Source: an optimization exercise on an open RTL-to-GDS flow (aim: small area, a short achievable clock period and few clock cycles per item). Production flows keep margins and buffers that such runs may drop. RTL that was checked went through simulation tests only; none was proved equivalent to the original. No functional check of the RTL was part of run 3.

<file path="design/flow/run.sh">
#!/bin/bash
# synth_recipe.tcl (not shown) runs the flow's synth.tcl, then flattens the netlist and writes it again
# the make line also repeats each setting of config.mk as NAME=value (left out here)
make -C /OpenROAD-flow-scripts/flow DESIGN_CONFIG=/design/flow/config.mk WORK_HOME=/design/flow/orfs CLKGATE_MAP_FILE= SYNTH_SCRIPT=/design/flow/synth_recipe.tcl finish
</file>
<file path="design/flow/config.mk">
export PLATFORM = sky130hd
export DESIGN_NAME = battery_compensated_angle_from_adc
export DESIGN_NICKNAME = battery_compensated_angle_from_adc
export VERILOG_FILES = /design/flow/design.v
export SDC_FILE = /design/flow/constraint.sdc
export NUM_CORES = 4
export LEC_CHECK = 0
export CAP_MARGIN = 20
export CORE_MARGIN = 2
export CORE_UTILIZATION = 60
export SETUP_SLACK_MARGIN = 4.0
export SLEW_MARGIN = 20
</file>
<file path="design/flow/constraint.sdc">
create_clock -name core_clock -period 7.5 [get_ports {clk}]
set_input_delay 1.5000 -clock core_clock [delete_from_list [all_inputs] [get_ports {clk}]]
set_output_delay 1.5000 -clock core_clock [all_outputs]
set_load 0.01 [all_outputs]
</file>
<file path="design/flow/design.v">
`default_nettype none
package bcaa_pkg;
    localparam int BATT_W     = 10;
    localparam int ANGLE_W    = 16;
    localparam int CFG_IDX_W  = 1;
    localparam int CFG_DATA_W = 10;
endpackage
`default_nettype wire
`default_nettype none
module bcaa_divider (
    input  wire logic        clk,
    input  wire logic        rst_n,
    input  wire logic        load,        
    input  wire logic [31:0] a_val,       
    input  wire logic [23:0] den,         
    input  wire logic        sgn,         
    input  wire logic        zreq,
    input  wire logic        fault,
    input  wire logic        take,        
    output logic             can_load,
    output logic             rv,          
    output logic      [17:0] q_x,         
    output logic             r_sgn,
    output logic             r_zreq,
    output logic             r_fault
);
    localparam int NSTEP = 9;
    logic        dbusy;
    logic [3:0]  dcnt;
    logic [23:0] drem;
    logic [5:0]  dlow;        
    logic [17:0] dquo;        
    logic [23:0] dden;
    logic        dtop;        
    logic        dovf;        
    logic        dsgn;
    logic        dzreq;
    logic        dfault;
    logic        dstep;
    logic        dfinal;
    logic        dovf_now;
    assign dstep    = dbusy && !(rv && !take);
    assign dfinal   = dbusy && (dcnt == 4'(NSTEP - 1));
    assign can_load = !dbusy || dfinal;
    assign dovf_now = (dcnt == 4'd0) ? (dtop || (drem >= dden)) : dovf;
    logic [25:0] x4;
    logic [26:0] s1, s2, s3;
    logic [26:0] c3s, c3c;    
    logic        ge1, ge2, ge3;
    logic [23:0] rem_next;
    logic [1:0]  qdig;
    always_comb begin
        x4 = {drem, dlow[5:4]};
        s1 = {1'b0, x4} - {3'b0, dden};
        s2 = {1'b0, x4} - {2'b0, dden, 1'b0};
        c3s = {1'b0, x4} ^ ~{3'b0, dden} ^ ~{2'b0, dden, 1'b0};
        c3c = ({1'b0, x4} & ~{3'b0, dden}) | ({1'b0, x4} & ~{2'b0, dden, 1'b0})
            | (~{3'b0, dden} & ~{2'b0, dden, 1'b0});
        s3 = 27'(({c3s, 1'b1} + {c3c[25:0], 1'b1, 1'b1}) >> 1);
        ge1 = !s1[26];
        ge2 = !s2[26];
        ge3 = !s3[26];
        if (ge3)      rem_next = s3[23:0];
        else if (ge2) rem_next = s2[23:0];
        else if (ge1) rem_next = s1[23:0];
        else          rem_next = x4[23:0];
        qdig = {ge2, ge3 | (ge1 & ~ge2)};
    end
    always_ff @(posedge clk or negedge rst_n)
        if (!rst_n) begin
            dbusy <= 1'b0;
            dcnt  <= '0;
            rv    <= 1'b0;
        end else begin
            if (load) begin
                dbusy <= 1'b1;
                dcnt  <= '0;
            end else if (dfinal && dstep) begin
                dbusy <= 1'b0;
            end else if (dstep) begin
                dcnt  <= dcnt + 1'b1;
            end
            if (dfinal && dstep)
                rv <= 1'b1;
            else if (take)
                rv <= 1'b0;
        end
    always_ff @(posedge clk) begin
        if (load) begin
            drem   <= a_val[28:5];
            dlow   <= {a_val[4:0], 1'b0};
            dtop   <= |a_val[31:29];
            dden   <= den;
            dsgn   <= sgn;
            dzreq  <= zreq;
            dfault <= fault;
        end else if (dstep) begin
            if (dcnt == 4'd0)
                dovf <= dovf_now;
            drem <= rem_next;
            dlow <= {dlow[3:0], 2'b0};
        end
        if (dstep)
            dquo <= {dquo[15:0], (qdig | {2{dovf_now}}) ^ {2{dsgn}}};
        if (dfinal && dstep) begin
            r_sgn   <= dsgn;
            r_zreq  <= dzreq;
            r_fault <= dfault;
        end
    end
    assign q_x = dquo;
endmodule
`default_nettype wire
`default_nettype none
module battery_compensated_angle_from_adc (
    input  wire logic                  clk,
    input  wire logic                  rst_n,
    input  wire logic                  in_valid,
    output logic                       in_ready,
    input  wire logic [7:0]            in_code_byte0,
    input  wire logic [7:0]            in_code_byte1,
    input  wire logic [7:0]            in_code_byte2,
    input  wire logic [bcaa_pkg::BATT_W-1:0]     in_battery_count,
    input  wire logic                  in_zero_request,
    input  wire logic                  cfg_valid,
    output logic                       cfg_ready,
    input  wire logic [bcaa_pkg::CFG_IDX_W-1:0]  cfg_index,
    input  wire logic [bcaa_pkg::CFG_DATA_W-1:0] cfg_data,
    output logic                       out_valid,
    input  wire logic                  out_ready,
    output logic      [bcaa_pkg::ANGLE_W-1:0]    out_angle_q8,
    output logic                       out_denominator_fault,
    output logic                       out_offset_taken
);
    logic [1:0] mode_reg;
    logic [9:0] knee_reg;
    assign cfg_ready = 1'b1;
    always_ff @(posedge clk or negedge rst_n)
        if (!rst_n) begin
            mode_reg <= 2'd2;
            knee_reg <= 10'd796;
        end else if (cfg_valid) begin
            if (cfg_index == 1'b0) mode_reg <= cfg_data[1:0];
            else                   knee_reg <= cfg_data;
        end
    logic [25:0] k_scale;     
    logic [25:0] k_negabs;    
    logic [5:0]  m_mask;      
    always_comb
        case (mode_reg)
            2'd3:    begin k_scale = 26'd1;  k_negabs = 26'd0;        m_mask = 6'b111111; end
            2'd2:    begin k_scale = 26'd4;  k_negabs = -26'sd3;      m_mask = 6'b111100; end
            2'd1:    begin k_scale = 26'd16; k_negabs = -26'sd15;     m_mask = 6'b110000; end
            default: begin k_scale = 26'd64; k_negabs = -26'sd63;     m_mask = 6'b000000; end
        endcase
    logic [23:0] i_code;      
    logic [9:0]  i_batt;
    logic        i_zreq;
    logic [1:0]  i_pos;       
    logic        iv;
    logic [1:0]  apos;        
    logic        consume;
    logic        take;
    logic        acc_full;
    logic        abs_fire;
    logic [23:0] code_in;
    always_comb
        case (mode_reg)
            2'd3:    code_in = {in_code_byte0, in_code_byte1, in_code_byte2};
            2'd2:    code_in = {{6{in_code_byte0[7]}}, in_code_byte0, in_code_byte1, 2'b0};
            2'd1:    code_in = {{4{in_code_byte0[7]}}, in_code_byte0, in_code_byte1, 4'b0};
            default: code_in = {{2{in_code_byte0[7]}}, in_code_byte0, in_code_byte1, 6'b0};
        endcase
    assign consume  = iv && ((i_pos != 2'd0) || !acc_full || abs_fire);
    assign in_ready = !iv || consume;
    assign take     = in_valid && in_ready;
    always_ff @(posedge clk or negedge rst_n)
        if (!rst_n) begin
            iv   <= 1'b0;
            apos <= 2'd0;
        end else begin
            if (take) begin
                iv   <= 1'b1;
                apos <= apos + 2'd1;
            end else if (consume) begin
                iv   <= 1'b0;
            end
        end
    always_ff @(posedge clk)
        if (take) begin
            i_code <= code_in;
            i_batt <= in_battery_count;
            i_zreq <= in_zero_request;
            i_pos  <= apos;
        end
    logic [25:0] acc;         
    logic [25:0] acc_sum;
    logic        aneg;        
    logic        azreq;
    logic [18:0] hreg;        
    logic        hraw;
    logic        hge;         
    logic        hlo;         
    assign acc_sum = ((i_pos == 2'd0) ? k_scale : acc) + {{2{i_code[23]}}, i_code};
    always_ff @(posedge clk or negedge rst_n)
        if (!rst_n) begin
            acc_full <= 1'b0;
            hraw     <= 1'b0;
        end else begin
            if (consume && i_pos == 2'd3)
                acc_full <= 1'b1;
            else if (abs_fire)
                acc_full <= 1'b0;
            hraw <= consume && (i_pos == 2'd0);
        end
    always_ff @(posedge clk) begin
        if (consume) begin
            acc <= acc_sum;
            if (i_pos == 2'd0) begin
                hreg <= 19'(i_batt);
                hge  <= (i_batt >= knee_reg);
                hlo  <= (i_batt < 10'd59);
            end
            if (i_pos == 2'd3) begin
                aneg  <= acc_sum[25];
                azreq <= i_zreq;
            end
        end
        if (hraw)
            hreg <= (19'(hreg[9:0]) << 9) - (19'(hreg[9:0]) << 7) - 19'(hreg[9:0]);
    end
    logic [25:0] abs_r;
    logic [22:0] m_val;
    always_comb begin
        abs_r = (acc ^ {26{aneg}}) + (aneg ? k_negabs : k_scale);
        m_val = abs_r[24:2] & {17'h1FFFF, m_mask};
    end
    logic        p_u, p_x15, p_x225;      
    logic [31:0] facc;
    logic [23:0] fden;
    logic        pneg;        
    logic        ptneg;       
    logic        pzreq;
    logic        pfault;
    logic        c_xinv, c_yinv, c_sh4, k_p5120, k_m5120;
    logic        handoff;
    logic        hturn;       
    logic        can_a, can_b;
    logic [31:0] alu_x, alu_y, alu_r;
    always_comb begin
        alu_x = facc ^ {32{c_xinv}};
        alu_y = ({32{c_sh4}} & ((facc << 4) ^ {32{c_yinv}}))
              | (k_p5120 ? 32'd5120 : 32'd0) | (k_m5120 ? 32'hFFFFEC00 : 32'd0);
        alu_r = alu_x + alu_y + 32'(c_sh4);
    end
    assign handoff  = p_x225 && (hturn ? can_b : can_a);
    assign abs_fire = acc_full && (!(p_u || p_x15 || p_x225) || handoff);
    always_ff @(posedge clk or negedge rst_n)
        if (!rst_n) begin
            p_u     <= 1'b0;
            p_x15   <= 1'b0;
            p_x225  <= 1'b0;
            c_xinv  <= 1'b0;
            c_yinv  <= 1'b0;
            c_sh4   <= 1'b0;
            k_p5120 <= 1'b0;
            k_m5120 <= 1'b0;
            hturn   <= 1'b0;
        end else begin
            p_u    <= abs_fire;
            p_x15  <= p_u;
            p_x225 <= p_x15 || (p_x225 && !handoff);
            if (handoff)
                hturn <= !hturn;
            if (abs_fire) begin                   
                c_xinv  <= 1'b0;
                c_yinv  <= 1'b0;
                c_sh4   <= 1'b0;
                k_p5120 <= aneg;
                k_m5120 <= !aneg;
            end else if (p_u) begin               
                c_xinv  <= !alu_r[31];
                c_yinv  <= alu_r[31];
                c_sh4   <= 1'b1;
                k_p5120 <= 1'b0;
                k_m5120 <= 1'b0;
            end else if (p_x15) begin             
                c_xinv  <= 1'b1;
                c_yinv  <= 1'b0;
                c_sh4   <= 1'b1;
            end
        end
    always_ff @(posedge clk) begin
        if (abs_fire) begin
            facc   <= 32'(m_val);
            pneg   <= aneg;
            pzreq  <= azreq;
            pfault <= !hge && hlo;
            fden   <= hge ? 24'd9420800 : ((24'(hreg) << 5) + 24'(hreg) - 24'd737280);
        end else if (p_u || p_x15) begin
            facc <= alu_r;
        end
        if (p_u)
            ptneg <= pneg | alu_r[31];
    end
    logic        rv_a, rv_b;
    logic [17:0] q_a, q_b;
    logic        sg_a, sg_b, zr_a, zr_b, ft_a, ft_b;
    logic        eturn;       
    logic        out_valid_reg;
    logic        out_free;
    logic        emit_a, emit_b, emit;
    assign out_free = !out_valid_reg || out_ready;
    assign emit_a   = rv_a && out_free && !eturn;
    assign emit_b   = rv_b && out_free && eturn;
    assign emit     = emit_a || emit_b;
    bcaa_divider u_div_a (
        .clk      (clk),
        .rst_n    (rst_n),
        .load     (handoff && !hturn),
        .a_val    (alu_r),
        .den      (fden),
        .sgn      (ptneg),
        .zreq     (pzreq),
        .fault    (pfault),
        .take     (emit_a),
        .can_load (can_a),
        .rv       (rv_a),
        .q_x      (q_a),
        .r_sgn    (sg_a),
        .r_zreq   (zr_a),
        .r_fault  (ft_a)
    );
    bcaa_divider u_div_b (
        .clk      (clk),
        .rst_n    (rst_n),
        .load     (handoff && hturn),
        .a_val    (alu_r),
        .den      (fden),
        .sgn      (ptneg),
        .zreq     (pzreq),
        .fault    (pfault),
        .take     (emit_b),
        .can_load (can_b),
        .rv       (rv_b),
        .q_x      (q_b),
        .r_sgn    (sg_b),
        .r_zreq   (zr_b),
        .r_fault  (ft_b)
    );
    logic [17:0] rq;          
    logic        rsgn;
    logic        rzreq;
    logic        rfault;
    logic [17:0] q_sat;
    logic        ofs_pos;
    logic [17:0] ofs_x;
    logic [15:0] angle_reg;
    logic        fault_reg;
    logic        taken_reg;
    always_comb begin
        rq     = eturn ? q_b  : q_a;
        rsgn   = eturn ? sg_b : sg_a;
        rzreq  = eturn ? zr_b : zr_a;
        rfault = eturn ? ft_b : ft_a;
        q_sat  = rq ^ {18{rsgn}};
    end
    always_ff @(posedge clk or negedge rst_n)
        if (!rst_n) begin
            eturn         <= 1'b0;
            out_valid_reg <= 1'b0;
            ofs_pos       <= 1'b1;
            ofs_x         <= '0;
        end else begin
            if (emit)
                eturn <= !eturn;
            if (emit)
                out_valid_reg <= 1'b1;
            else if (out_ready)
                out_valid_reg <= 1'b0;
            if (emit && !rfault && rzreq) begin
                ofs_pos <= rsgn;
                if (rsgn)
                    ofs_x <= q_sat[17] ? 18'd131071 : q_sat;
                else
                    ofs_x <= ~((q_sat[17] && (|q_sat[16:0])) ? 18'd131072 : q_sat);
            end
        end
    logic [20:0] ang_s;
    logic [19:0] ang;
    logic [15:0] ang_c;
    always_comb begin
        ang_s = {{{2{~ofs_pos}}, ofs_x}, 1'b1} + {{{2{rsgn}}, rq}, (~ofs_pos | rsgn)};
        ang   = ang_s[20:1];
        if (rfault || (!ofs_pos && rsgn) || ang[19])
            ang_c = 16'd0;
        else if (|ang[18:16])
            ang_c = 16'hFFFF;
        else
            ang_c = ang[15:0];
    end
    always_ff @(posedge clk) begin
        if (emit) begin
            angle_reg <= ang_c;
            fault_reg <= rfault;
            taken_reg <= !rfault && rzreq;
        end
    end
    assign out_valid             = out_valid_reg;
    assign out_angle_q8          = angle_reg;
    assign out_denominator_fault = fault_reg;
    assign out_offset_taken      = taken_reg;
endmodule
`default_nettype wire
</file>
==> results.txt, run 1 <==
| Metric | This run |
|:---|:---|
| Commonest non-fill, non-tap cells in the layout | 323 x sky130_fd_sc_hd__ha_1, 313 x sky130_fd_sc_hd__edfxtp_1, 230 x sky130_fd_sc_hd__nor2_1 |
| Number of diodes added for antenna fixing | 0 |
| Post-synth top area share | 0.2888 |
| Worst reg2reg setup slack | 3.51 ns |
| Element type at the critical path end | primary output |
| Leading cell type in the layout, fill and taps excluded | sky130_fd_sc_hd__ha_1 |
| Count of different cell masters after synthesis | 101 |
| Number of levels the H-tree was split into | 2 |
| Clock edge transition at the registers on the reported setup and hold paths | 0.06 ns |
| Kind of cell adding the most delay to the critical path | simple AND/OR/NAND/NOR gates |
| Yosys synthesis warning count | 2 |
| Chip width | 236.9 µm |
| Number of global-route vias before repair | 26.97k |
| Clk_skew | 0.03560 ns |
| Reg with most FFs | facc |
| Met3 usage | 0.04547 |
| Critical-path cell with the highest stage delay | sky130_fd_sc_hd__dfrtp_1 |
| Post-synth EDFFs | 313 |
| Fin crit period | 4.021 ns |
| Number of port buffers | 70 |
| Chip height | 236.9 µm |
| CTS Sinks | 381 |
| Number of cell rows | 85 |
| Fin. Hold Viols | 0 |
| Largest registers in the final layout | facc: 32 flops, acc: 26 flops |
| Synth area leader | sky130_fd_sc_hd__edfxtp_1 |
| DRC violation count after routing | 0 |
| Wire length of the first global-routing pass | 145.5 mm |
| Fmax | 248.7 MHz |
| Hold_buf cts | 0 |
| Number of vias in the routed layout | 27.95k |
| Post-DP HPWL | 65.31 mm |
| Total Wirelength | 96.12 mm |
| Number of violations of the max-capacitance limit | 0 |
| Unrepaired setup endpoints after global routing | true |
| #FFs+latches synth | 381 |
| Worst Path Max Fanout | 3 |
| Register area share after synthesis | 0.3400 |
| Required time of the critical path | 6.00 ns |
| Violation count after the first detailed-route iteration | 2507 |
| Setup TNS | 0 ns |
| Cell-by-cell trace of the critical path | inv_2 -> ha_4 -> nand3b_1 -> nand3_2 -> o21ai_4 -> and2_4 -> nor2b_4 -> o21ai_2 -> buf_12 -> nand4_1 -> buf_2 |
| GR met1 Demand/Resource | 0.4363 |
| Most Crowded Layer GR | met2 |
| Fill cells | 3634 |
| Area of the die | 56120 µm² |
| Area of the mapped netlist | 32540 µm² |
| Fraction of registers with async set/reset | 0.1549 |
| Pins over their slew limit | 0 |
| Run status | no timing/DRC/antenna violations |
| Worst path depth | 11 |
| Global routing met2 resource utilization | 0.5358 |
| Remaining max-slew budget at the tightest pin | 0.1757 |
| Fraction of final layout cells with drive strength greater than 1 | 0.2142 |
| Routability congestion estimate from global placement | 0.9780 |
| Number of nets at the end of the flow | 4121 |
| Clock buffers created by TritonCTS | 44 |
| Hold Crit Depth | 0 |
| First-pass detailed-route iteration total | 10 |
| Critical Path Max Stage Delay | 0.40 ns |
| Largest register FFs | 32 |
| Vias per cell | 6.401 |
| Routed wirelength normalized by instance count | 22.02 µm |
| Routed Antenna Nets | 0 |
| Depth of the most critical reg-to-reg path | 14 |
| Actual transition at the worst max-transition pin | 1.236 ns |
| Clock tree from TritonCTS | built |
| Final setup violation count | 0 |
| Core region area | 53710 µm² |
| Area overhead of the layout relative to synthesis | 23.25% |
| Starting density of the core | 0.6059 |
| Average cell area after synthesis | 9.749 µm² |
| Arrival @ worst endpoint | 2.52 ns |
| Cell count after synthesis | 3338 |
| Share of the clock period used by the worst path after layout | 0.5361 |
| # IOs | 72 |
| Total routing resource utilization after global routing | 0.3246 |
| Syn nets | 3823 |
| Crit Path Class | reg -> out |
| Clock buffer depth | 3 |
| Number of antenna violations at the first check in global routing | 2 |
| Root buffer cell | sky130_fd_sc_hd__clkbuf_16 |
| Synth top area cells | sky130_fd_sc_hd__edfxtp_1 29%, sky130_fd_sc_hd__ha_1 14%, sky130_fd_sc_hd__xor2_1 4.2% |
| Critical Path Start Type | register |
| Overflow after GRT | 0 |
| Hold WC Path Type | reg -> reg |
| Dominant synthesized flop cell | sky130_fd_sc_hd__edfxtp_1 |
| Largest net degree at the start of global routing | 60 |
| Later-pin clock latency in the skew report | 0.59 ns |
| Buf/Inv on CP | 3 |
[cell type report]
type / instances / area, µm² / area share
repair buffers: 340 / 3224 / 0.08039
clock inverters: 20 / 180.2 / 0.004492
well taps: 696 / 870.8 / 0.02171
clock buffers: 60 / 1275 / 0.03179
flip-flops and latches: 381 / 11070 / 0.2761
repair inverters: 1 / 5.005 / 0.0001248
inverters: 213 / 832.0 / 0.02075
multi-input cells: 2655 / 22650 / 0.5647
[synth_stat cells, types with 33 or more instances]
library cell / count
sky130_fd_sc_hd__fa_1: 58
sky130_fd_sc_hd__nand3_1: 76
sky130_fd_sc_hd__nand2b_1: 43
sky130_fd_sc_hd__xor2_1: 155
sky130_fd_sc_hd__a211oi_1: 40
sky130_fd_sc_hd__xnor2_1: 145
sky130_fd_sc_hd__o211ai_1: 36
sky130_fd_sc_hd__clkbuf_1: 57
sky130_fd_sc_hd__ha_1: 376
sky130_fd_sc_hd__nor2b_1: 65
sky130_fd_sc_hd__nor2_1: 241
sky130_fd_sc_hd__edfxtp_1: 313
sky130_fd_sc_hd__a31oi_1: 39
sky130_fd_sc_hd__dfrtp_1: 52
sky130_fd_sc_hd__and3_1: 35
sky130_fd_sc_hd__mux2_2: 52
sky130_fd_sc_hd__nand2_1: 198
sky130_fd_sc_hd__a21o_1: 111
sky130_fd_sc_hd__inv_1: 211
sky130_fd_sc_hd__a21oi_1: 231
sky130_fd_sc_hd__nand4_1: 33
sky130_fd_sc_hd__o21ai_0: 175
sky130_fd_sc_hd__o21a_1: 72
sky130_fd_sc_hd__nor3_1: 51
sky130_fd_sc_hd__mux2i_1: 51
[metal layers]
metal	vias to the layer above	wire length, µm
met5	-	0
met4	0	4001
met2	1167	45040
met3	237	7528
li1	12950	-
met1	13590	39550
[worst paths after layout]
path	to	from
max	in_ready	u_div_b.dcnt[0]
min	u_div_b.r_zreq	u_div_b.dzreq
max reg2reg	u_div_b.drem[21]	u_div_b.dden[1]
min reg2reg	u_div_b.r_zreq	u_div_b.dzreq
max in group asynchronous	c_xinv	rst_n
min in group asynchronous	u_div_b.dcnt[2]	rst_n
[logic make-up (layout without fill, tap and decap cells)]
| group | after synthesis | count (layout) | share of synthesized area |
|---|---|---|---|
| buf+inv | 307 | 634 | 0.03753 |
| fa+ha+maj | 434 | 434 | 0.1802 |
| simple gates | 859 | 863 | 0.1294 |
| compound gates | 951 | 952 | 0.1976 |
| flops | 381 | 381 | 0.3400 |
| other cells | 1 | 1 | 0.0001152 |
| mux | 105 | 105 | 0.03437 |
| xor+xnor | 300 | 300 | 0.08074 |
[per-stage QoR]
| stage | util | area (µm²) | hold WS (ns) | cells | setup slack, ns |
|---|---|---|---|---|---|
| after floorplan | - | 32720 | 0.4003 | 3338 | 3.790 |
| after global placement | 0.6333 | 34010 | 0.4082 | 4035 | 3.056 |
| after detailed placement | 0.6333 | 34010 | 0.4045 | 4035 | 2.942 |
| after CTS | 0.7111 | 38190 | 0.3907 | 4265 | 3.538 |
| after global routing | 0.7468 | 40110 | 0.3947 | 4366 | 3.387 |
| final | 0.7468 | 40110 | 0.3957 | 4366 | 3.479 |
[repair_timing]
| action | in CTS | in global routing |
|---|---|---|
| gates resized for setup | 301 | 231 |
| gates cloned | 8 | 4 |
| setup endpoints to repair | 121 | 112 |
| endpoints found under the hold margin | 0 | 0 |
| buffers inserted | 142 | 97 |
| pin swaps | 123 | 181 |
Testbench counts, summed over its fixed seeds: cycles 7,320, items 1,600.
==> run 2: changes to the inputs <==
--- a/design/flow/config.mk
+++ b/design/flow/config.mk
@@ -8,5 +8,5 @@
 export CAP_MARGIN = 20
 export CORE_MARGIN = 2
-export CORE_UTILIZATION = 60
-export SETUP_SLACK_MARGIN = 4.0
+export CORE_UTILIZATION = 40
+export SETUP_SLACK_MARGIN = 3.5
 export SLEW_MARGIN = 20
==> results.txt, run 2 <==
| Metric | This run |
|:---|:---|
| # IOs | 72 |
| Most Crowded Layer GR | met2 |
| Number of port buffers | 70 |
| Pins over their slew limit | 0 |
| Critical Path Start Type | register |
| Total routing resource utilization after global routing | 0.1996 |
| Chip width | 289.2 µm |
| Register area share after synthesis | 0.3400 |
| Number of levels the H-tree was split into | 2 |
| Fin. Hold Viols | 0 |
| Chip height | 289.2 µm |
| Depth of the most critical reg-to-reg path | 14 |
| Clock buffers created by TritonCTS | 46 |
| Commonest non-fill, non-tap cells in the layout | 368 x sky130_fd_sc_hd__ha_1, 313 x sky130_fd_sc_hd__edfxtp_1, 236 x sky130_fd_sc_hd__nor2_1 |
| Run status | no timing/DRC/antenna violations |
| Leading cell type by number of instances after synthesis | sky130_fd_sc_hd__ha_1 |
| Proportion of synthesized area in mux cells | 0.03437 |
| Required time of the critical path | 6.00 ns |
| Worst Path Max Fanout | 7 |
| Cell count after synthesis | 3338 |
| Clk_skew | 0.03525 ns |
| Arrival @ worst endpoint | 2.46 ns |
| Most frequent cells after synthesis | 376 x sky130_fd_sc_hd__ha_1, 313 x sky130_fd_sc_hd__edfxtp_1, 241 x sky130_fd_sc_hd__nor2_1, 231 x sky130_fd_sc_hd__a21oi_1, 211 x sky130_fd_sc_hd__inv_1 |
| Fill cells | 7647 |
| Average cell area after synthesis | 9.749 µm² |
| Hold_buf cts | 0 |
| Synth top area cells | sky130_fd_sc_hd__edfxtp_1 29%, sky130_fd_sc_hd__ha_1 14%, sky130_fd_sc_hd__xor2_1 4.2% |
| Largest net degree at the start of global routing | 60 |
| Routability congestion estimate from global placement | 0.8831 |
| Fmax | 252.8 MHz |
| Compound-Gate Fraction of Synth Area | 0.1976 |
| Clock buffer depth | 3 |
| Count of different cell masters after synthesis | 101 |
| GR met1 Demand/Resource | 0.2689 |
| Violation count after the first detailed-route iteration | 1697 |
| CTS Sinks | 381 |
| Remaining max-slew budget at the tightest pin | 0.3477 |
| Synth area leader | sky130_fd_sc_hd__edfxtp_1 |
| #FFs+latches synth | 381 |
| Largest register FFs | 32 |
| Routed Antenna Nets | 0 |
| Overflow after GRT | 0 |
| Number of cell rows | 104 |
| Parity-gate share of the synthesized area counting xor and xnor cells | 0.08074 |
| Wire length of the first global-routing pass | 133.4 mm |
| Clock tree from TritonCTS | built |
| Routed wirelength normalized by instance count | 18.53 µm |
| Clock edge transition at the registers on the reported setup and hold paths | 0.06 ns |
| Critical Path Max Stage Delay | 0.41 ns |
| Startpoint of the worst-slack reg-to-reg timing path | u_div_b.dden[1] |
| Hold WC Path Type | reg -> reg |
| Fraction of final layout cells with drive strength greater than 1 | 0.1059 |
| Main combinational cell family by area after synthesis | compound AO/OA/AOI/OAI gates |
| Final setup violation count | 0 |
| Area overhead of the layout relative to synthesis | 13.77% |
| Syn nets | 3823 |
| Share of the clock period used by the worst path after layout | 0.5274 |
| Post-synthesis simple-gate area fraction | 0.1294 |
| Element type at the critical path end | primary output |
| Number of global-route vias before repair | 24.33k |
| Number of violations of the max-capacitance limit | 0 |
| Total Wirelength | 84.38 mm |
| Hold Crit Depth | 0 |
| Adder and majority gate portion of the synthesized area | 0.1802 |
| Fraction of registers with async set/reset | 0.1549 |
| First-pass detailed-route iteration total | 8 |
| Number of diodes added for antenna fixing | 0 |
| Fin crit period | 3.955 ns |
| Crit Path Class | reg -> out |
| Root buffer cell | sky130_fd_sc_hd__clkbuf_16 |
| Fin Hold WS | 0.4184 ns |
| Later-pin clock latency in the skew report | 0.60 ns |
| Post-synth top area share | 0.2888 |
| Setup TNS | 0 ns |
| Post-synth EDFFs | 313 |
| Number of antenna violations at the first check in global routing | 2 |
| Met3 usage | 0.01976 |
| Actual transition at the worst max-transition pin | 0.9773 ns |
| Vias per cell | 5.570 |
| Number of nets at the end of the flow | 3940 |
| Reg with most FFs | facc |
| Starting density of the core | 0.4040 |
| Dominant synthesized flop cell | sky130_fd_sc_hd__edfxtp_1 |
| Unrepaired setup endpoints after global routing | true |
| Global routing met2 resource utilization | 0.3367 |
| Startpoint of the most critical hold path | u_div_b.dzreq |
| Origin of the worst setup path | u_div_b.dcnt[1] |
| Cell-by-cell trace of the critical path | inv_2 -> ha_4 -> nand3b_1 -> nand3_1 -> o21ai_2 -> and2_4 -> nor2b_4 -> o21ai_4 -> buf_12 -> nand4_1 -> buf_4 |
| Area of the die | 83650 µm² |
| Area of the mapped netlist | 32540 µm² |
| Post-DP HPWL | 63.09 mm |
| Core region area | 80550 µm² |
| DRC violation count after routing | 0 |
| Critical-path cell with the highest stage delay | sky130_fd_sc_hd__dfrtp_1 |
| Largest registers in the final layout | facc: 32 flops, acc: 26 flops |
| Yosys synthesis warning count | 2 |
| Number of vias in the routed layout | 25.36k |
| Leading cell type in the layout, fill and taps excluded | sky130_fd_sc_hd__ha_1 |
run 2: area by class of cell:
| cell class | count | area, µm² | area share |
|---|---|---|---|
| Inverter | 213 | 803.3 | 0.02170 |
| Clock buffer | 61 | 1270 | 0.03430 |
| Tap cell | 1060 | 1326 | 0.03582 |
| Clock inverter | 25 | 196.4 | 0.005306 |
| Multi-Input combinational cell | 2651 | 20760 | 0.5609 |
| Timing Repair Buffer | 162 | 1597 | 0.04312 |
| Sequential cell | 381 | 11070 | 0.2989 |
run 2: cells by family after synthesis:
kind of cell,Yosys count
fa+ha+maj,434
flops,381
buf+inv,307
compound gates,951
xor+xnor,300
mux,105
other cells,1
simple gates,859
run 2: through the flow:
step / utilization / std cells / instance area (µm²) / worst slack, ns
after CTS: 0.4507 / 4514 / 36300 / 3.401
after global placement: 0.4270 / 4403 / 34390 / 3.152
after detailed placement: 0.4271 / 4404 / 34400 / 3.044
after global routing: 0.4596 / 4553 / 37020 / 3.415
after floorplan: - / 3338 / 32560 / 3.506
final: 0.4596 / 4553 / 37020 / 3.545
run 2: final timing paths:
kind,endpoint,slack (ns)
setup / recovery,in_ready,3.54
min in group asynchronous,eturn,1.04
setup reg to reg,u_div_b.drem[21],3.59
max in group asynchronous,c_yinv,5.78
hold / removal,u_div_b.r_zreq,0.42
hold reg to reg,u_div_b.r_zreq,0.42
run 2: worst max-delay path: cells and delay by family, from the launching register on:
family / cells / cell delay, ns
adder cells (fa/ha/maj): 1 / 0.13
buffers and inverters: 3 / 0.42
AND/OR/NAND/NOR: 5 / 0.77
flip-flops: 1 / 0.41
AO/OA/AOI/OAI: 2 / 0.15
run 2: what timing repair did:
action / 4_1_cts / 5_1_grt
gates cloned: 3 / 1
setup endpoints to repair: 84 / 85
setup buffers: 21 / 38
pin swaps: 10 / 37
resized for setup: 51 / 91
run 2: metal layers:
metal	vias to the layer above	wire length [µm]
met3	118	2802
met2	487	39900
li1	12640	-
met5	-	18
met1	12110	38980
met4	2	2674
==> run 3: changes to the inputs <==
--- a/design/flow/design.v
+++ b/design/flow/design.v
@@ -19,4 +19,5 @@
     input  wire logic        take,        
     output logic             can_load,
+    output logic             can_load_n,  
     output logic             rv,          
     output logic      [17:0] q_x,         
@@ -40,8 +41,23 @@
     logic        dfinal;
     logic        dovf_now;
+    logic        dbusy_n;
+    logic [3:0]  dcnt_n;
     assign dstep    = dbusy && !(rv && !take);
     assign dfinal   = dbusy && (dcnt == 4'(NSTEP - 1));
     assign can_load = !dbusy || dfinal;
     assign dovf_now = (dcnt == 4'd0) ? (dtop || (drem >= dden)) : dovf;
+    always_comb begin
+        dbusy_n = dbusy;
+        dcnt_n  = dcnt;
+        if (load) begin
+            dbusy_n = 1'b1;
+            dcnt_n  = '0;
+        end else if (dfinal && dstep) begin
+            dbusy_n = 1'b0;
+        end else if (dstep) begin
+            dcnt_n  = dcnt + 1'b1;
+        end
+    end
+    assign can_load_n = !dbusy_n || (dcnt_n == 4'(NSTEP - 1));
     logic [25:0] x4;
     logic [26:0] s1, s2, s3;
@@ -73,12 +89,6 @@
             rv    <= 1'b0;
         end else begin
-            if (load) begin
-                dbusy <= 1'b1;
-                dcnt  <= '0;
-            end else if (dfinal && dstep) begin
-                dbusy <= 1'b0;
-            end else if (dstep) begin
-                dcnt  <= dcnt + 1'b1;
-            end
+            dbusy <= dbusy_n;
+            dcnt  <= dcnt_n;
             if (dfinal && dstep)
                 rv <= 1'b1;
@@ -172,6 +182,7 @@
             default: code_in = {{2{in_code_byte0[7]}}, in_code_byte0, in_code_byte1, 6'b0};
         endcase
+    logic        in_ready_q;
     assign consume  = iv && ((i_pos != 2'd0) || !acc_full || abs_fire);
-    assign in_ready = !iv || consume;
+    assign in_ready = in_ready_q;        
     assign take     = in_valid && in_ready;
     always_ff @(posedge clk or negedge rst_n)
@@ -238,5 +249,7 @@
     logic        p_u, p_x15, p_x225;      
     logic [31:0] facc;
-    logic [23:0] fden;
+    logic [18:0] fden;        
+    logic        fge;         
+    logic [23:0] den;
     logic        pneg;        
     logic        ptneg;       
@@ -247,4 +260,5 @@
     logic        hturn;       
     logic        can_a, can_b;
+    logic        can_a_n, can_b_n;
     logic [31:0] alu_x, alu_y, alu_r;
     always_comb begin
@@ -255,4 +269,5 @@
     end
     assign handoff  = p_x225 && (hturn ? can_b : can_a);
+    assign den      = fge ? 24'd9420800 : ((24'(fden) << 5) + 24'(fden) - 24'd737280);
     assign abs_fire = acc_full && (!(p_u || p_x15 || p_x225) || handoff);
     always_ff @(posedge clk or negedge rst_n)
@@ -297,5 +312,6 @@
             pzreq  <= azreq;
             pfault <= !hge && hlo;
-            fden   <= hge ? 24'd9420800 : ((24'(hreg) << 5) + 24'(hreg) - 24'd737280);
+            fden   <= hreg;
+            fge    <= hge;
         end else if (p_u || p_x15) begin
             facc <= alu_r;
@@ -304,4 +320,21 @@
             ptneg <= pneg | alu_r[31];
     end
+    always_ff @(posedge clk or negedge rst_n)
+        if (!rst_n) begin
+            in_ready_q <= 1'b1;
+        end else begin
+            logic       iv_n, acc_full_n, p_u_n, p_x15_n, p_x225_n, hturn_n, handoff_n, abs_fire_n;
+            logic [1:0] i_pos_n;
+            iv_n       = take || (iv && !consume);
+            i_pos_n    = take ? apos : i_pos;
+            acc_full_n = (consume && i_pos == 2'd3) || (acc_full && !abs_fire);
+            p_u_n      = abs_fire;
+            p_x15_n    = p_u;
+            p_x225_n   = p_x15 || (p_x225 && !handoff);
+            hturn_n    = hturn ^ handoff;
+            handoff_n  = p_x225_n && (hturn_n ? can_b_n : can_a_n);
+            abs_fire_n = acc_full_n && (!(p_u_n || p_x15_n || p_x225_n) || handoff_n);
+            in_ready_q <= !iv_n || (i_pos_n != 2'd0) || !acc_full_n || abs_fire_n;
+        end
     logic        rv_a, rv_b;
     logic [17:0] q_a, q_b;
@@ -320,5 +353,5 @@
         .load     (handoff && !hturn),
         .a_val    (alu_r),
-        .den      (fden),
+        .den      (den),
         .sgn      (ptneg),
         .zreq     (pzreq),
@@ -326,4 +359,5 @@
         .take     (emit_a),
         .can_load (can_a),
+        .can_load_n (can_a_n),
         .rv       (rv_a),
         .q_x      (q_a),
@@ -337,5 +371,5 @@
         .load     (handoff && hturn),
         .a_val    (alu_r),
-        .den      (fden),
+        .den      (den),
         .sgn      (ptneg),
         .zreq     (pzreq),
@@ -343,4 +377,5 @@
         .take     (emit_b),
         .can_load (can_b),
+        .can_load_n (can_b_n),
         .rv       (rv_b),
         .q_x      (q_b),
--- a/design/flow/config.mk
+++ b/design/flow/config.mk
@@ -9,4 +9,4 @@
 export CORE_MARGIN = 2
 export CORE_UTILIZATION = 40
-export SETUP_SLACK_MARGIN = 3.5
+export SETUP_SLACK_MARGIN = 3.75
 export SLEW_MARGIN = 20
==> results.txt, run 3 <==
| Metric | This run |
|:---|:---|
| Core region area | 79130 µm² |
| Synth top area cells | sky130_fd_sc_hd__edfxtp_1 29%, sky130_fd_sc_hd__ha_1 15%, sky130_fd_sc_hd__a21oi_1 4.7% |
| Number of vias in the routed layout | 25.64k |
| Post-DP HPWL | 64.58 mm |
| Chip height | 287.0 µm |
| Parity-gate share of the synthesized area counting xor and xnor cells | 0.08396 |
| Root buffer cell | sky130_fd_sc_hd__clkbuf_16 |
| Starting density of the core | 0.4047 |
| Number of levels the H-tree was split into | 2 |
| Final instance area | 38080 µm² |
| Proportion of synthesized area in mux cells | 0.02430 |
| Worst reg2reg setup slack | 3.58 ns |
| Routed Antenna Nets | 0 |
| Crit Path Class | reg -> reg |
| Routed wirelength normalized by instance count | 18.98 µm |
| Post-synthesis simple-gate area fraction | 0.1322 |
| Fill cells | 7467 |
| First-pass detailed-route iteration total | 9 |
| Average cell area after synthesis | 9.594 µm² |
| # IOs | 72 |
| Largest register FFs | 32 |
| Final core occ | 0.4812 |
| Syn nets | 3825 |
| Area overhead of the layout relative to synthesis | 18.91% |
| Area of the die | 82340 µm² |
| Unrepaired setup endpoints after global routing | true |
| Fraction of registers with async set/reset | 0.1587 |
| Register area share after synthesis | 0.3419 |
| Number of diodes added for antenna fixing | 0 |
| Post-synth top area share | 0.2879 |
| Leading cell type by number of instances after synthesis | sky130_fd_sc_hd__ha_1 |
| Yosys synthesis warning count | 2 |
| Remaining max-slew budget at the tightest pin | 0.2755 |
| Actual transition at the worst max-transition pin | 1.079 ns |
| Clk_skew | 0.05235 ns |
| Clock buffers created by TritonCTS | 46 |
| Wire length of the first global-routing pass | 137.7 mm |
| Dominant synthesized flop cell | sky130_fd_sc_hd__edfxtp_1 |
| Number of global-route vias before repair | 24.89k |
| Main combinational cell family by area after synthesis | compound AO/OA/AOI/OAI gates |
| Critical Path Start Type | register |
| Number of cell rows | 103 |
| Violation count after the first detailed-route iteration | 1781 |
| Adder and majority gate portion of the synthesized area | 0.1839 |
| Fin. Hold Viols | 0 |
| Run status | no timing/DRC/antenna violations |
| Fraction of final layout cells with drive strength greater than 1 | 0.1546 |
| Largest registers in the final layout | facc: 32 flops, acc: 26 flops |
| Arrival @ worst endpoint | 4.35 ns |
| Compound-Gate Fraction of Synth Area | 0.1993 |
| Cell count after synthesis | 3338 |
| Placed Instance Area | 34020 µm² |
| Largest net degree at the start of global routing | 66 |
| Overflow after GRT | 0 |
| Clock edge transition at the registers on the reported setup and hold paths | 0.06 ns |
| Post-synth EDFFs | 307 |
| Area of the mapped netlist | 32020 µm² |
| DRC violation count after routing | 0 |
| Final setup violation count | 0 |
| Post-Layout Cell Count | 4615 |
| Clock tree from TritonCTS | built |
| Total routing resource utilization after global routing | 0.2085 |
| Element type at the critical path end | register |
| Clock buffer depth | 3 |
| Pins over their slew limit | 0 |
| #FFs+latches synth | 378 |
| Routability congestion estimate from global placement | 0.8915 |
| Setup TNS | 0 ns |
| Worst Path Max Fanout | 7 |
| Later-pin clock latency in the skew report | 0.60 ns |
| Vias per cell | 5.556 |
| Number of nets at the end of the flow | 4014 |
| CTS Sinks | 378 |
| Placed cell count | 4400 |
| Count of different cell masters after synthesis | 96 |
| Leading cell type in the layout, fill and taps excluded | sky130_fd_sc_hd__ha_1 |
| Most frequent cells after synthesis | 378 x sky130_fd_sc_hd__ha_1, 307 x sky130_fd_sc_hd__edfxtp_1, 301 x sky130_fd_sc_hd__a21oi_1, 265 x sky130_fd_sc_hd__nor2_1, 206 x sky130_fd_sc_hd__nand2_1 |
| Reg with most FFs | facc |
| Number of port buffers | 70 |
| Hold WC Path Type | reg -> reg |
| Total Wirelength | 87.61 mm |
| Fin crit period | 3.921 ns |
| Share of the clock period used by the worst path after layout | 0.5227 |
| Fmax | 255.1 MHz |
| Chip width | 287.0 µm |
| Commonest non-fill, non-tap cells in the layout | 350 x sky130_fd_sc_hd__ha_1, 307 x sky130_fd_sc_hd__edfxtp_1, 281 x sky130_fd_sc_hd__a21oi_1 |
| Required time of the critical path | 7.93 ns |
| Synth area leader | sky130_fd_sc_hd__edfxtp_1 |
| Number of antenna violations at the first check in global routing | 0 |
| Number of violations of the max-capacitance limit | 0 |
run 3: area by class of cell:
type / count / area, µm² / area share
Timing Repair inverter: 1 / 5.005 / 0.0001314
Multi-Input combinational cell: 2675 / 21310 / 0.5597
Tap cell: 1050 / 1314 / 0.03450
Clock buffer: 58 / 1226 / 0.03220
Clock inverter: 28 / 347.8 / 0.009135
Inverter: 197 / 754.5 / 0.01981
Timing Repair Buffer: 228 / 2153 / 0.05655
Sequential cell: 378 / 10960 / 0.2879
run 3: worst max-delay path, cell delays in order, from the launching register on:
cell	delay, ns
sky130_fd_sc_hd__edfxtp_1	0.38
sky130_fd_sc_hd__inv_2	0.11
sky130_fd_sc_hd__fa_1	0.45
sky130_fd_sc_hd__ha_1	0.31
sky130_fd_sc_hd__nor2b_4	0.13
sky130_fd_sc_hd__o31a_1	0.26
sky130_fd_sc_hd__o41a_1	0.36
sky130_fd_sc_hd__a41o_4	0.25
sky130_fd_sc_hd__a2111oi_4	0.27
sky130_fd_sc_hd__buf_4	0.19
sky130_fd_sc_hd__o31ai_4	0.06
sky130_fd_sc_hd__a21o_4	0.28
sky130_fd_sc_hd__nand2b_4	0.24
sky130_fd_sc_hd__a211oi_4	0.28
sky130_fd_sc_hd__a221o_1	0.15
run 3: kinds of logic (layout without fill, tap and decap cells):
family / count (synthesis) / after routing
xor+xnor: 307 / 307
simple gates: 880 / 881
compound gates: 977 / 979
fa+ha+maj: 436 / 436
mux: 71 / 71
other cells: 1 / 1
buf+inv: 288 / 512
flops: 378 / 378
run 3: per-stage QoR:
step / hold slack [ns] / setup WS, ns
2_1_floorplan: 0.4003 / 3.535
4_1_cts: 0.4181 / 3.454
5_1_grt: 0.4238 / 3.435
3_3_place_gp: 0.4023 / 2.769
3_5_place_dp: 0.4045 / 2.770
6_report: 0.4168 / 3.579
run 3: final timing paths:
path / to / startpoint / depth (start not counted)
max in group asynchronous: c_xinv / rst_n / 2
setup reg to reg: u_div_b.drem[11] / u_div_b.dden[2] / 14
min in group asynchronous: knee_reg[7] / rst_n / 1
hold / removal: fden[17] / hreg[17] / 0
setup / recovery: u_div_b.drem[11] / u_div_b.dden[2] / 14
hold reg to reg: fden[17] / hreg[17] / 0
run 3: metal layers:
layer | share of wire | vias to the layer above | global-route usage
li1 | - | 12710 | -
met1 | 0.46 | 12300 | 0.2839
met2 | 0.47 | 504 | 0.3472
met3 | 0.040 | 126 | 0.02532
met4 | 0.030 | 0 | 0.06146
met5 | 0 | - | 0
run 3: timing repair:
| action | in CTS | in global routing |
|---|---|---|
| gates cloned | 5 | 3 |
| resized for setup | 128 | 207 |
| hold buffers | 0 | 0 |
| hold endpoints to repair | 0 | 0 |
| pin swaps | 38 | 77 |
| endpoints found under the setup margin | 128 | 121 |
| setup buffers | 46 | 75 |
==> run 4: changes to the inputs <==
--- a/design/flow/design.v
+++ b/design/flow/design.v
@@ -14,4 +14,5 @@
     input  wire logic [31:0] a_val,       
     input  wire logic [23:0] den,         
+    input  wire logic        ovf,         
     input  wire logic        sgn,         
     input  wire logic        zreq,
@@ -33,5 +34,4 @@
     logic [17:0] dquo;        
     logic [23:0] dden;
-    logic        dtop;        
     logic        dovf;        
     logic        dsgn;
@@ -40,5 +40,4 @@
     logic        dstep;
     logic        dfinal;
-    logic        dovf_now;
     logic        dbusy_n;
     logic [3:0]  dcnt_n;
@@ -46,5 +45,4 @@
     assign dfinal   = dbusy && (dcnt == 4'(NSTEP - 1));
     assign can_load = !dbusy || dfinal;
-    assign dovf_now = (dcnt == 4'd0) ? (dtop || (drem >= dden)) : dovf;
     always_comb begin
         dbusy_n = dbusy;
@@ -100,5 +98,5 @@
             drem   <= a_val[28:5];
             dlow   <= {a_val[4:0], 1'b0};
-            dtop   <= |a_val[31:29];
+            dovf   <= ovf;
             dden   <= den;
             dsgn   <= sgn;
@@ -106,11 +104,9 @@
             dfault <= fault;
         end else if (dstep) begin
-            if (dcnt == 4'd0)
-                dovf <= dovf_now;
             drem <= rem_next;
             dlow <= {dlow[3:0], 2'b0};
         end
         if (dstep)
-            dquo <= {dquo[15:0], (qdig | {2{dovf_now}}) ^ {2{dsgn}}};
+            dquo <= {dquo[15:0], (qdig | {2{dovf}}) ^ {2{dsgn}}};
         if (dfinal && dstep) begin
             r_sgn   <= dsgn;
@@ -155,12 +151,21 @@
         end
     logic [25:0] k_scale;     
-    logic [25:0] k_negabs;    
+    logic [26:0] k_vpos;      
+    logic [26:0] k_vneg;      
     logic [5:0]  m_mask;      
     always_comb
         case (mode_reg)
-            2'd3:    begin k_scale = 26'd1;  k_negabs = 26'd0;        m_mask = 6'b111111; end
-            2'd2:    begin k_scale = 26'd4;  k_negabs = -26'sd3;      m_mask = 6'b111100; end
-            2'd1:    begin k_scale = 26'd16; k_negabs = -26'sd15;     m_mask = 6'b110000; end
-            default: begin k_scale = 26'd64; k_negabs = -26'sd63;     m_mask = 6'b000000; end
+            2'd3: begin
+                k_scale = 26'd1;  k_vpos = -27'sd20479; k_vneg = 27'd20480; m_mask = 6'b111111;
+            end
+            2'd2: begin
+                k_scale = 26'd4;  k_vpos = -27'sd20476; k_vneg = 27'd20477; m_mask = 6'b111100;
+            end
+            2'd1: begin
+                k_scale = 26'd16; k_vpos = -27'sd20464; k_vneg = 27'd20465; m_mask = 6'b110000;
+            end
+            default: begin
+                k_scale = 26'd64; k_vpos = -27'sd20416; k_vneg = 27'd20417; m_mask = 6'b000000;
+            end
         endcase
     logic [23:0] i_code;      
@@ -241,82 +246,74 @@
             hreg <= (19'(hreg[9:0]) << 9) - (19'(hreg[9:0]) << 7) - 19'(hreg[9:0]);
     end
-    logic [25:0] abs_r;
-    logic [22:0] m_val;
+    logic [26:0] abs_r;
+    logic [24:0] v_val;
     always_comb begin
-        abs_r = (acc ^ {26{aneg}}) + (aneg ? k_negabs : k_scale);
-        m_val = abs_r[24:2] & {17'h1FFFF, m_mask};
+        abs_r = {1'b0, acc ^ {26{aneg}}} + (aneg ? k_vneg : k_vpos);
+        v_val = abs_r[26:2] & {19'h7FFFF, m_mask};
     end
-    logic        p_u, p_x15, p_x225;      
+    logic        p_x15, p_x225, p_ovf;    
     logic [31:0] facc;
-    logic [18:0] fden;        
-    logic        fge;         
-    logic [23:0] den;
-    logic        pneg;        
+    logic [23:0] fden;        
     logic        ptneg;       
     logic        pzreq;
     logic        pfault;
-    logic        c_xinv, c_yinv, c_sh4, k_p5120, k_m5120;
+    logic        c_xinv, c_yinv, c_sh4, c_den;
     logic        handoff;
     logic        hturn;       
     logic        can_a, can_b;
     logic        can_a_n, can_b_n;
+    logic        povf;
     logic [31:0] alu_x, alu_y, alu_r;
     always_comb begin
         alu_x = facc ^ {32{c_xinv}};
-        alu_y = ({32{c_sh4}} & ((facc << 4) ^ {32{c_yinv}}))
-              | (k_p5120 ? 32'd5120 : 32'd0) | (k_m5120 ? 32'hFFFFEC00 : 32'd0);
-        alu_r = alu_x + alu_y + 32'(c_sh4);
+        alu_y = ({32{c_sh4}} & ((facc << 4) ^ {32{c_yinv}})) | ({32{c_den}} & ~(32'(fden) << 5));
+        alu_r = alu_x + alu_y + 32'(c_sh4 | c_den);
+        povf  = (|facc[31:29]) || !alu_r[31];
     end
-    assign handoff  = p_x225 && (hturn ? can_b : can_a);
-    assign den      = fge ? 24'd9420800 : ((24'(fden) << 5) + 24'(fden) - 24'd737280);
-    assign abs_fire = acc_full && (!(p_u || p_x15 || p_x225) || handoff);
+    assign handoff  = p_ovf && (hturn ? can_b : can_a);
+    assign abs_fire = acc_full && (!(p_x15 || p_x225 || p_ovf) || handoff);
     always_ff @(posedge clk or negedge rst_n)
         if (!rst_n) begin
-            p_u     <= 1'b0;
             p_x15   <= 1'b0;
             p_x225  <= 1'b0;
+            p_ovf   <= 1'b0;
             c_xinv  <= 1'b0;
             c_yinv  <= 1'b0;
             c_sh4   <= 1'b0;
-            k_p5120 <= 1'b0;
-            k_m5120 <= 1'b0;
+            c_den   <= 1'b0;
             hturn   <= 1'b0;
         end else begin
-            p_u    <= abs_fire;
-            p_x15  <= p_u;
-            p_x225 <= p_x15 || (p_x225 && !handoff);
+            p_x15  <= abs_fire;
+            p_x225 <= p_x15;
+            p_ovf  <= p_x225 || (p_ovf && !handoff);
             if (handoff)
                 hturn <= !hturn;
             if (abs_fire) begin                   
-                c_xinv  <= 1'b0;
-                c_yinv  <= 1'b0;
-                c_sh4   <= 1'b0;
-                k_p5120 <= aneg;
-                k_m5120 <= !aneg;
-            end else if (p_u) begin               
-                c_xinv  <= !alu_r[31];
-                c_yinv  <= alu_r[31];
-                c_sh4   <= 1'b1;
-                k_p5120 <= 1'b0;
-                k_m5120 <= 1'b0;
+                c_xinv <= !abs_r[26];
+                c_yinv <= abs_r[26];
+                c_sh4  <= 1'b1;
+                c_den  <= 1'b0;
             end else if (p_x15) begin             
-                c_xinv  <= 1'b1;
-                c_yinv  <= 1'b0;
-                c_sh4   <= 1'b1;
+                c_xinv <= 1'b1;
+                c_yinv <= 1'b0;
+                c_sh4  <= 1'b1;
+                c_den  <= 1'b0;
+            end else if (p_x225) begin            
+                c_xinv <= 1'b0;
+                c_yinv <= 1'b0;
+                c_sh4  <= 1'b0;
+                c_den  <= 1'b1;
             end
         end
     always_ff @(posedge clk) begin
         if (abs_fire) begin
-            facc   <= 32'(m_val);
-            pneg   <= aneg;
+            facc   <= 32'(signed'(v_val));
+            ptneg  <= aneg | abs_r[26];
             pzreq  <= azreq;
             pfault <= !hge && hlo;
-            fden   <= hreg;
-            fge    <= hge;
-        end else if (p_u || p_x15) begin
+            fden   <= hge ? 24'd9420800 : ((24'(hreg) << 5) + 24'(hreg) - 24'd737280);
+        end else if (p_x15 || p_x225) begin
             facc <= alu_r;
         end
-        if (p_u)
-            ptneg <= pneg | alu_r[31];
     end
     always_ff @(posedge clk or negedge rst_n)
@@ -324,15 +321,15 @@
             in_ready_q <= 1'b1;
         end else begin
-            logic       iv_n, acc_full_n, p_u_n, p_x15_n, p_x225_n, hturn_n, handoff_n, abs_fire_n;
+            logic       iv_n, acc_full_n, p_x15_n, p_x225_n, p_ovf_n, hturn_n, handoff_n, abs_fire_n;
             logic [1:0] i_pos_n;
             iv_n       = take || (iv && !consume);
             i_pos_n    = take ? apos : i_pos;
             acc_full_n = (consume && i_pos == 2'd3) || (acc_full && !abs_fire);
-            p_u_n      = abs_fire;
-            p_x15_n    = p_u;
-            p_x225_n   = p_x15 || (p_x225 && !handoff);
+            p_x15_n    = abs_fire;
+            p_x225_n   = p_x15;
+            p_ovf_n    = p_x225 || (p_ovf && !handoff);
             hturn_n    = hturn ^ handoff;
-            handoff_n  = p_x225_n && (hturn_n ? can_b_n : can_a_n);
-            abs_fire_n = acc_full_n && (!(p_u_n || p_x15_n || p_x225_n) || handoff_n);
+            handoff_n  = p_ovf_n && (hturn_n ? can_b_n : can_a_n);
+            abs_fire_n = acc_full_n && (!(p_x15_n || p_x225_n || p_ovf_n) || handoff_n);
             in_ready_q <= !iv_n || (i_pos_n != 2'd0) || !acc_full_n || abs_fire_n;
         end
@@ -352,6 +349,7 @@
         .rst_n    (rst_n),
         .load     (handoff && !hturn),
-        .a_val    (alu_r),
-        .den      (den),
+        .a_val    (facc),
+        .den      (fden),
+        .ovf      (povf),
         .sgn      (ptneg),
         .zreq     (pzreq),
@@ -370,6 +368,7 @@
         .rst_n    (rst_n),
         .load     (handoff && hturn),
-        .a_val    (alu_r),
-        .den      (den),
+        .a_val    (facc),
+        .den      (fden),
+        .ovf      (povf),
         .sgn      (ptneg),
         .zreq     (pzreq),
==> results.txt, run 4 <==
| Metric | This run |
|:---|:---|
| Fill cells | 7373 |
| Routability congestion estimate from global placement | 0.9002 |
| Commonest non-fill, non-tap cells in the layout | 317 x sky130_fd_sc_hd__edfxtp_1, 309 x sky130_fd_sc_hd__ha_1, 252 x sky130_fd_sc_hd__nor2_1 |
| Number of vias in the routed layout | 25.28k |
| Area overhead of the layout relative to synthesis | 18.66% |
| Chip height | 284.1 µm |
| Dominant synthesized flop cell | sky130_fd_sc_hd__edfxtp_1 |
| Area of the mapped netlist | 31380 µm² |
| Arrival @ worst endpoint | 4.28 ns |
| Number of antenna violations at the first check in global routing | 0 |
| Setup TNS | 0 ns |
| Number of levels the H-tree was split into | 2 |
| Fraction of final layout cells with drive strength greater than 1 | 0.1450 |
| Required time of the critical path | 7.81 ns |
| Yosys synthesis warning count | 2 |
| Number of violations of the max-capacitance limit | 0 |
| Critical Path Max Stage Delay | 0.57 ns |
| Clock buffer depth | 3 |
| Number of global-route vias before repair | 24.31k |
| Most frequent cells after synthesis | 332 x sky130_fd_sc_hd__ha_1, 317 x sky130_fd_sc_hd__edfxtp_1, 275 x sky130_fd_sc_hd__a21oi_1, 260 x sky130_fd_sc_hd__nor2_1, 226 x sky130_fd_sc_hd__inv_1 |
| Total routing resource utilization after global routing | 0.2012 |
| Largest net degree at the start of global routing | 75 |
| Vias per cell | 5.581 |
| Fin. Hold Viols | 0 |
| Number of nets at the end of the flow | 3893 |
| Cell repeated most along the worst path | sky130_fd_sc_hd__ha_4 |
| Unrepaired setup endpoints after global routing | true |
| First-pass detailed-route iteration total | 7 |
| Post-synthesis simple-gate area fraction | 0.1351 |
| Later-pin clock latency in the skew report | 0.61 ns |
| Buf/Inv on CP | 2 |
| Proportion of synthesized area in mux cells | 0.02472 |
| Fin Hold WS | 0.4200 ns |
| Largest registers in the final layout | facc: 32 flops, acc: 26 flops |
| Remaining max-slew budget at the tightest pin | 0.3092 |
| Number of diodes added for antenna fixing | 0 |
| Chip width | 284.1 µm |
| Crit Path Class | reg -> reg |
| Violation count after the first detailed-route iteration | 1707 |
| Run status | no timing/DRC/antenna violations |
| Register area share after synthesis | 0.3520 |
| #FFs+latches synth | 378 |
| Leading cell type by number of instances after synthesis | sky130_fd_sc_hd__ha_1 |
| Average cell area after synthesis | 9.560 µm² |
| Main combinational cell family by area after synthesis | compound AO/OA/AOI/OAI gates |
| Compound-Gate Fraction of Synth Area | 0.1961 |
| Final instance area | 37230 µm² |
| Area of the die | 80690 µm² |
| Parity-gate share of the synthesized area counting xor and xnor cells | 0.08291 |
| Global routing met2 resource utilization | 0.3314 |
| Final core occ | 0.4798 |
| Clock tree from TritonCTS | built |
| Syn nets | 3723 |
| Placed Instance Area | 33300 µm² |
| Fin crit period | 3.966 ns |
| Hold WC Path Type | reg -> reg |
| Wire length of the first global-routing pass | 132.0 mm |
| Element type at the critical path end | register |
| Clock edge transition at the registers on the reported setup and hold paths | 0.06 ns |
| Largest register FFs | 32 |
| Final setup violation count | 0 |
| Worst Path Max Fanout | 5 |
| Cell-by-cell trace of the critical path | inv_4 -> ha_4 -> and2_4 -> a21o_1 -> ha_4 -> o2111a_1 -> o31a_1 -> a221o_1 -> nand4_1 -> a21oi_2 -> a221oi_2 -> buf_4 -> o21ai_2 -> a31oi_1 -> o22ai_1 -> ha_2 -> nand2_4 -> o21ai_1 |
| CTS Sinks | 378 |
| Share of the clock period used by the worst path after layout | 0.5288 |
| Actual transition at the worst max-transition pin | 1.036 ns |
| Kind of cell adding the most delay to the critical path | compound AO/OA/AOI/OAI gates |
| Root buffer cell | sky130_fd_sc_hd__clkbuf_16 |
| # IOs | 72 |
| Routed Antenna Nets | 0 |
| Post-synth top area share | 0.3034 |
| Count of different cell masters after synthesis | 87 |
| Met3 usage | 0.02239 |
| DRC violation count after routing | 0 |
| GR met1 Demand/Resource | 0.2788 |
| Routed wirelength normalized by instance count | 18.59 µm |
| Leading cell type in the layout, fill and taps excluded | sky130_fd_sc_hd__edfxtp_1 |
| Fmax | 252.1 MHz |
| Synth top area cells | sky130_fd_sc_hd__edfxtp_1 30%, sky130_fd_sc_hd__ha_1 13%, sky130_fd_sc_hd__xnor2_1 4.6% |
| Pins over their slew limit | 0 |
| Number of port buffers | 70 |
| Overflow after GRT | 0 |
| Post-synth EDFFs | 317 |
| Synth area leader | sky130_fd_sc_hd__edfxtp_1 |
| Cell count after synthesis | 3282 |
| Number of cell rows | 102 |
| Adder and majority gate portion of the synthesized area | 0.1694 |
| Total Wirelength | 84.21 mm |
| Core region area | 77590 µm² |
| Clk_skew | 0.02684 ns |
| Post-DP HPWL | 60.20 mm |
| Clock buffers created by TritonCTS | 46 |
| Starting density of the core | 0.4043 |
| Critical-path cell with the highest stage delay | sky130_fd_sc_hd__dfstp_2 |
| Fraction of registers with async set/reset | 0.1561 |
| Reg with most FFs | facc |
| Most Crowded Layer GR | met2 |
| Critical Path Start Type | register |
run 4: cell types whose count changed after synthesis, sizes merged, moves of 27 or more:
| cell | delta |
|---|---|
| ha | -46 |
| inv | +32 |
| o22ai | +30 |
| nand2 | -31 |
| a21o | -30 |
| xor2 | -27 |
run 4: per-layer routing:
layer,part of all wire,vias up
met5,0,-
met2,0.46,601
li1,-,12450
met1,0.47,12110
met3,0.042,126
met4,0.026,0
run 4: logic make-up (layout without fill, tap and decap cells):
kind of cell | count (synthesis) | in the layout
AOI/OAI and AO/OA | 952 | 953
xor gates and xnor gates | 297 | 297
adders and majority gates | 390 | 390
buffers and inverters | 326 | 531
DFF | 378 | 378
muxes | 71 | 71
other | 1 | 1
and+or+nand+nor | 867 | 869
run 4: through the flow:
| stage | setup WS [ns] | cells |
|---|---|---|
| global placement | 2.562 | 4320 |
| detailed placement | 2.468 | 4320 |
| finish | 3.534 | 4530 |
| floorplan | 3.429 | 3282 |
| CTS | 3.533 | 4470 |
| global route | 3.321 | 4530 |
run 4: worst paths after layout:
| check | start | end | slack (ns) | depth (start not counted) |
|---|---|---|---|---|
| max | mode_reg[1] | facc[24] | 3.53 | 18 |
| min | u_div_a.dzreq | u_div_a.r_zreq | 0.42 | 0 |
| max reg2reg | mode_reg[1] | facc[24] | 3.53 | 18 |
| min reg2reg | u_div_a.dzreq | u_div_a.r_zreq | 0.42 | 0 |
| max in group asynchronous | rst_n | eturn | 5.70 | 2 |
| min in group asynchronous | rst_n | knee_reg[7] | 1.07 | 2 |
run 4: repair_timing:
item | 4_1_cts | 5_1_grt
setup buffers | 57 | 56
hold buffers | 0 | 0
setup endpoints to repair | 103 | 127
cloned | 7 | 4
pin swaps | 33 | 63
hold endpoints to repair | 0 | 0
gates resized for setup | 104 | 186
run 4: final cells by class:
type,count,area [µm²],share of cell area
clock buffers,63,1296,0.03482
repair buffers,212,1982,0.05324
multi-input cells,2581,20280,0.5448
inverters,228,884.6,0.02376
flip-flops and latches,378,11060,0.2970
clock inverters,23,395.4,0.01062
repair inverters,5,30.03,0.0008066
well taps,1040,1301,0.03495
Testbench counts of run 4, summed over its fixed seeds: cycles 7,320, items 1,600.

separate check: timing with driven ports:
The results above use ideal ports. As a check the final layouts listed here were re-extracted and re-timed, cells and wires unchanged. Step 1 assumes that a clkbuf_16 drives the clock port and a buf_2 every other input. Step 2, shift: input delay + t, output delay - t, t = (earliest + latest rising clock arrival at the registers) / 2. This alone moves slack from input paths to output paths. a / b / c = ideal / step 1 / step 2; a / b = the first two.
run | t (ns) | slack for setup (ns) | slew at the worst register clock pin (ns) | worst data-port slew with drivers (ns) | cell pins on the clock port's net
run 1 | 0.635 | 3.479 / 3.417 / 3.501 | 0.07 / 0.07 | 0.04 | 1
run 2 | 0.641 | 3.545 / 3.481 / 3.183 | 0.06 / 0.06 | 0.06 | 1
run 3 | 0.649 | 3.579 / 3.579 / 3.369 | 0.06 / 0.06 | 0.04 | 1
run 4 | 0.659 | 3.534 / 3.534 / 3.420 | 0.07 / 0.07 | 0.06 | 1
After both steps setup and hold are still met in every run listed. For run 2, which loses most, drivers alone change the setup slack by -0.064 ns; drivers and shift together by -0.362 ns.
